This is an optimization exercise on Yosys and OpenROAD, whose aim is a short achievable clock period and few clock cycles, not a production implementation.
Only simulation tests tie the RTL to the original design; equivalence was not proved.
No driver is modelled on the clock port, so clocking that relies on it looks cheaper here than on a real chip.
No activity file was given, so power comes from the tool's default toggle rates.

==> inputs of 12-18 <==
// rv32i_core
module rv32i_core (
    input  logic                 i_clk,
    input  logic                 i_reset,
    output rv32i_pkg::word_t     o_imem_addr,
    input  rv32i_pkg::word_t     i_imem_data,
    output logic                 o_wb_valid,
    output rv32i_pkg::reg_addr_t o_wb_rd,
    output rv32i_pkg::word_t     o_wb_data
);
==> flow/config.mk <==
export PLATFORM = sky130hd
export DESIGN_NAME = rv32i_core
export DESIGN_NICKNAME = rv32i_core
export VERILOG_FILES = /design/flow/design.v
export SDC_FILE = /design/flow/constraint.sdc
export NUM_CORES = 4
export LEC_CHECK = 0
export ABC_CLOCK_PERIOD_IN_PS = 1500
export CAP_MARGIN = 20
export CORE_MARGIN = 2
export CORE_UTILIZATION = 40
export SLEW_MARGIN = 20
export TNS_END_PERCENT = 10
==> flow/constraint.sdc <==
create_clock -name core_clock -period 10.0 [get_ports {i_clk}]
set_input_delay 2.0000 -clock core_clock [delete_from_list [all_inputs] [get_ports {i_clk}]]
set_output_delay 2.0000 -clock core_clock [all_outputs]
set_load 0.01 [all_outputs]
standard.sh (not shown) runs the stock make flow with config.mk's settings and CLKGATE_MAP_FILE= SYNTH_SCRIPT=/design/flow/synth_recipe.tcl, a recipe that flattens the netlist after the stock synthesis.
==> flow/flow/run.sh <==
#!/bin/bash
# The standard layout (standard.sh: standard synthesis, floorplan, power grid, placement,
# CTS, routing) with three changes to how the layout is made; constraints and clock are
# the standard flow's own:
#  - the port buffers are sky130_fd_sc_hd__buf_8 rather than the cell buffer_ports picks
#    by itself (a clock-delay buffer), so every input and output still gets its buffer;
#  - gate sizing may change a cell's footprint (MATCH_CELL_FOOTPRINT=0);
#  - the timing repair after CTS and after global routing aims for more setup slack than
#    the 10 ns clock needs (flow/repair.tcl redefines ORFS's repair_timing_helper there).
# Each make run logs to its own file here; ORFS keeps its per-step logs under orfs/logs.
set -euo pipefail
here=$(pwd)
common=(MATCH_CELL_FOOTPRINT=0 "BUFFER_PORTS_ARGS=-buffer_cell sky130_fd_sc_hd__buf_8")
bash standard.sh "${common[@]}" synth floorplan > standard_synth_floorplan.log 2>&1
bash standard.sh "${common[@]}" PRE_CTS_TCL="$here/flow/repair.tcl" \
    PRE_GLOBAL_ROUTE_TCL="$here/flow/repair.tcl" finish > standard_place_to_finish.log 2>&1
==> flow/flow/repair.tcl <==
# Sourced by ORFS (PRE_CTS_TCL, PRE_GLOBAL_ROUTE_TCL) before the CTS and global-route steps.
# Same as ORFS's repair_timing_helper, but with a setup margin of 6.5 ns (the repair aims
# for a 3.5 ns path at the 10 ns clock) and a bound on the number of repair iterations.
proc repair_timing_helper { args } {
  set additional_args [list -setup_margin 6.5 -max_iterations 3000]
  append_env_var additional_args HOLD_SLACK_MARGIN -hold_margin 1
  append_env_var additional_args SETUP_MOVE_SEQUENCE -sequence 1
  append_env_var additional_args TNS_END_PERCENT -repair_tns 1
  append_env_var additional_args SKIP_PIN_SWAP -skip_pin_swap 0
  append_env_var additional_args SKIP_GATE_CLONING -skip_gate_cloning 0
  append_env_var additional_args SKIP_BUFFER_REMOVAL -skip_buffer_removal 0
  append_env_var additional_args SKIP_LAST_GASP -skip_last_gasp 0
  append_env_var additional_args SKIP_VT_SWAP -skip_vt_swap 0
  append_env_var additional_args SKIP_CRIT_VT_SWAP -skip_crit_vt_swap 0
  append_env_var additional_args MATCH_CELL_FOOTPRINT -match_cell_footprint 0
  lappend additional_args {*}$args -verbose
  log_cmd repair_timing {*}$additional_args
}
==> inputs of 07-20, as changes to 12-18 <==
--- a/flow/design.v
+++ b/flow/design.v
@@ -125,19 +125,17 @@
     input  logic                            i_clk,
     input  logic                            i_reset,
     input  logic                            i_we,
     input  rv32i_pkg::reg_addr_t            i_waddr,
     input  rv32i_pkg::word_t                i_wdata,
-    input  rv32i_pkg::reg_addr_t            i_raddr1,
-    input  rv32i_pkg::reg_addr_t            i_raddr2,
+    input  logic [rv32i_pkg::REG_COUNT-1:0] i_rsel1,
+    input  logic [rv32i_pkg::REG_COUNT-1:0] i_rsel2,
     output rv32i_pkg::word_t                o_rdata1,
     output rv32i_pkg::word_t                o_rdata2
 );
     rv32i_pkg::word_t                regs [1:rv32i_pkg::REG_COUNT-1];
     logic [rv32i_pkg::REG_COUNT-1:1] valid;
-    rv32i_pkg::word_t                rd_word [rv32i_pkg::REG_COUNT];
-    logic [rv32i_pkg::REG_COUNT-1:0] rd_valid;
     always_ff @(posedge i_clk) begin
         for (int i = 1; i < rv32i_pkg::REG_COUNT; i++) begin
             if (i_reset) begin
                 valid[i] <= 1'b0;
             end else if (i_we && i_waddr == i) begin
@@ -151,19 +149,17 @@
                 regs[i] <= i_wdata;
             end
         end
     end
     always_comb begin
-        rd_word[0]  = '0;
-        rd_valid[0] = 1'b0;
+        o_rdata1 = '0;
+        o_rdata2 = '0;
         for (int i = 1; i < rv32i_pkg::REG_COUNT; i++) begin
-            rd_word[i]  = regs[i];
-            rd_valid[i] = valid[i];
+            o_rdata1 = o_rdata1 | ({32{i_rsel1[i] & valid[i]}} & regs[i]);
+            o_rdata2 = o_rdata2 | ({32{i_rsel2[i] & valid[i]}} & regs[i]);
         end
     end
-    assign o_rdata1 = {32{rd_valid[i_raddr1]}} & rd_word[i_raddr1];
-    assign o_rdata2 = {32{rd_valid[i_raddr2]}} & rd_word[i_raddr2];
 endmodule
 `timescale 1ns/100ps
 module rv32i_hazard_unit (
     input  rv32i_pkg::ctrl_t     i_id_ctrl,
     input  rv32i_pkg::reg_addr_t i_id_rs1,
@@ -384,12 +380,12 @@
         .i_clk    (i_clk),
         .i_reset  (i_reset),
         .i_we     (w_valid_q),
         .i_waddr  (w_rd_q),
         .i_wdata  (w_rf_data_q),
-        .i_raddr1 (d_rs1),
-        .i_raddr2 (d_rs2),
+        .i_rsel1  (rv32i_pkg::REG_COUNT'(1) << d_rs1),
+        .i_rsel2  (rv32i_pkg::REG_COUNT'(1) << d_rs2),
         .o_rdata1 (rf_rdata1),
         .o_rdata2 (rf_rdata2)
     );
     rv32i_hazard_unit u_hazard (
         .i_id_ctrl  (d_ctrl),
--- a/flow/config.mk
+++ b/flow/config.mk
@@ -6,8 +6,9 @@
 export NUM_CORES = 4
 export LEC_CHECK = 0
 export ABC_CLOCK_PERIOD_IN_PS = 1500
 export CAP_MARGIN = 20
 export CORE_MARGIN = 2
-export CORE_UTILIZATION = 40
+export CORE_UTILIZATION = 55
+export PLACE_DENSITY = 0.68
 export SLEW_MARGIN = 20
 export TNS_END_PERCENT = 10
==> run notes <==
Against 12-18, the design area of 07-20 is lower by 1.4%. Against 07-20, the final cell count of 12-18 is larger by 8.7%. Of 07-20 and 12-18, 12-18 has the higher die area (gap 28%, measured against 12-18). Between 12-18 and 07-20, the lower total power is in 07-20 (gap about 0.4%, measured against 07-20). Of 12-18 and 07-20, 07-20 has the higher core utilization (gap 17 points). Of 07-20 and 12-18, 12-18 has the higher combinational power (gap 46%, measured against 12-18). Clock skew: 07-20 is lower than 12-18 (0.0097 ns). Of 12-18 and 07-20, 07-20 has the higher via count (gap 0.30%, measured against 07-20). In 12-18 the synthesized cell count is smaller than in 07-20, by 0.49%.
==> figures <==
quantity                                                                         07-20                      12-18
Status                                                no timing/DRC/antenna violations  no timing/DRC/antenna violations
Post-placement cell count                                                        13.4k                      14.7k
Clock tree cell share of total cell area                                         7.13%                      6.91%
Maximum number of pins on one net before global-route repair                       108                        107
Repair and plain buffers                                                           697                        670
Proportion of cell area occupied by registers                                    60.5%                      59.7%
Cells after Synth                                                                10.2k                      10.1k
Met1 GRT Util                                                                    60.0%                      47.2%
Syn Nets                                                                         10.4k                      10.4k
Wire length of the first global-routing pass                                 897000 um                  932000 um
Post-Place Setup Slack                                                         4.18 ns                    4.13 ns
Required time of the worst setup path                                         10.82 ns                   10.55 ns
Highest Clock Rate                                                             250 MHz                    260 MHz
Inserted Clock Buffers                                                             362                        363
Via density per instance                                                          8.03                       7.36
Launch point of the worst reg-to-reg path                         m_asel_q[56]$_DFF_P_        m_asel_q[9]$_DFF_P_
Met1 Wirelength                                                              216000 um                  243000 um
Crit path to                                                  o_data_q[1]$_SDFFE_PP0P_  w_rf_data_q[17]$_DFFE_PP_
Layout Nets                                                                      10.8k                      10.7k
Final instance count without filler cells                                        14.4k                      15.7k
Testbench counts of 12-18, summed over its fixed seeds: cycles 53,275.
Testbench counts of 07-20, summed over its fixed seeds: cycles 53,275.

## re-timing with driven ports
No port has a modelled driver above. Below, the same layouts with a new extraction and two added sets of constraints.
Step 1 sets driving cells, clkbuf_16 on the clock port and buf_2 on the other inputs (assumed; they add their load-dependent delay and slew).
Step 2 times the ports against the registers' clock, not the clock port: input delays grow and output delays shrink by t, the midpoint of the rising clock arrivals with the driver on.
a / b / c = no drivers / after step 1 / after step 2; a / b = the first two.
run | t (ns) | setup WS [ns] | worst setup path after step 2
12-18 | 1.089 | 6.155 / 6.155 / 5.113 | input to register
07-20 | 1.063 | 5.992 / 5.993 / 4.999 | input to register
After both steps every run listed still meets setup and hold. For 12-18, which loses most, drivers alone change the setup slack by 0.000 ns; drivers and shift together by -1.042 ns.
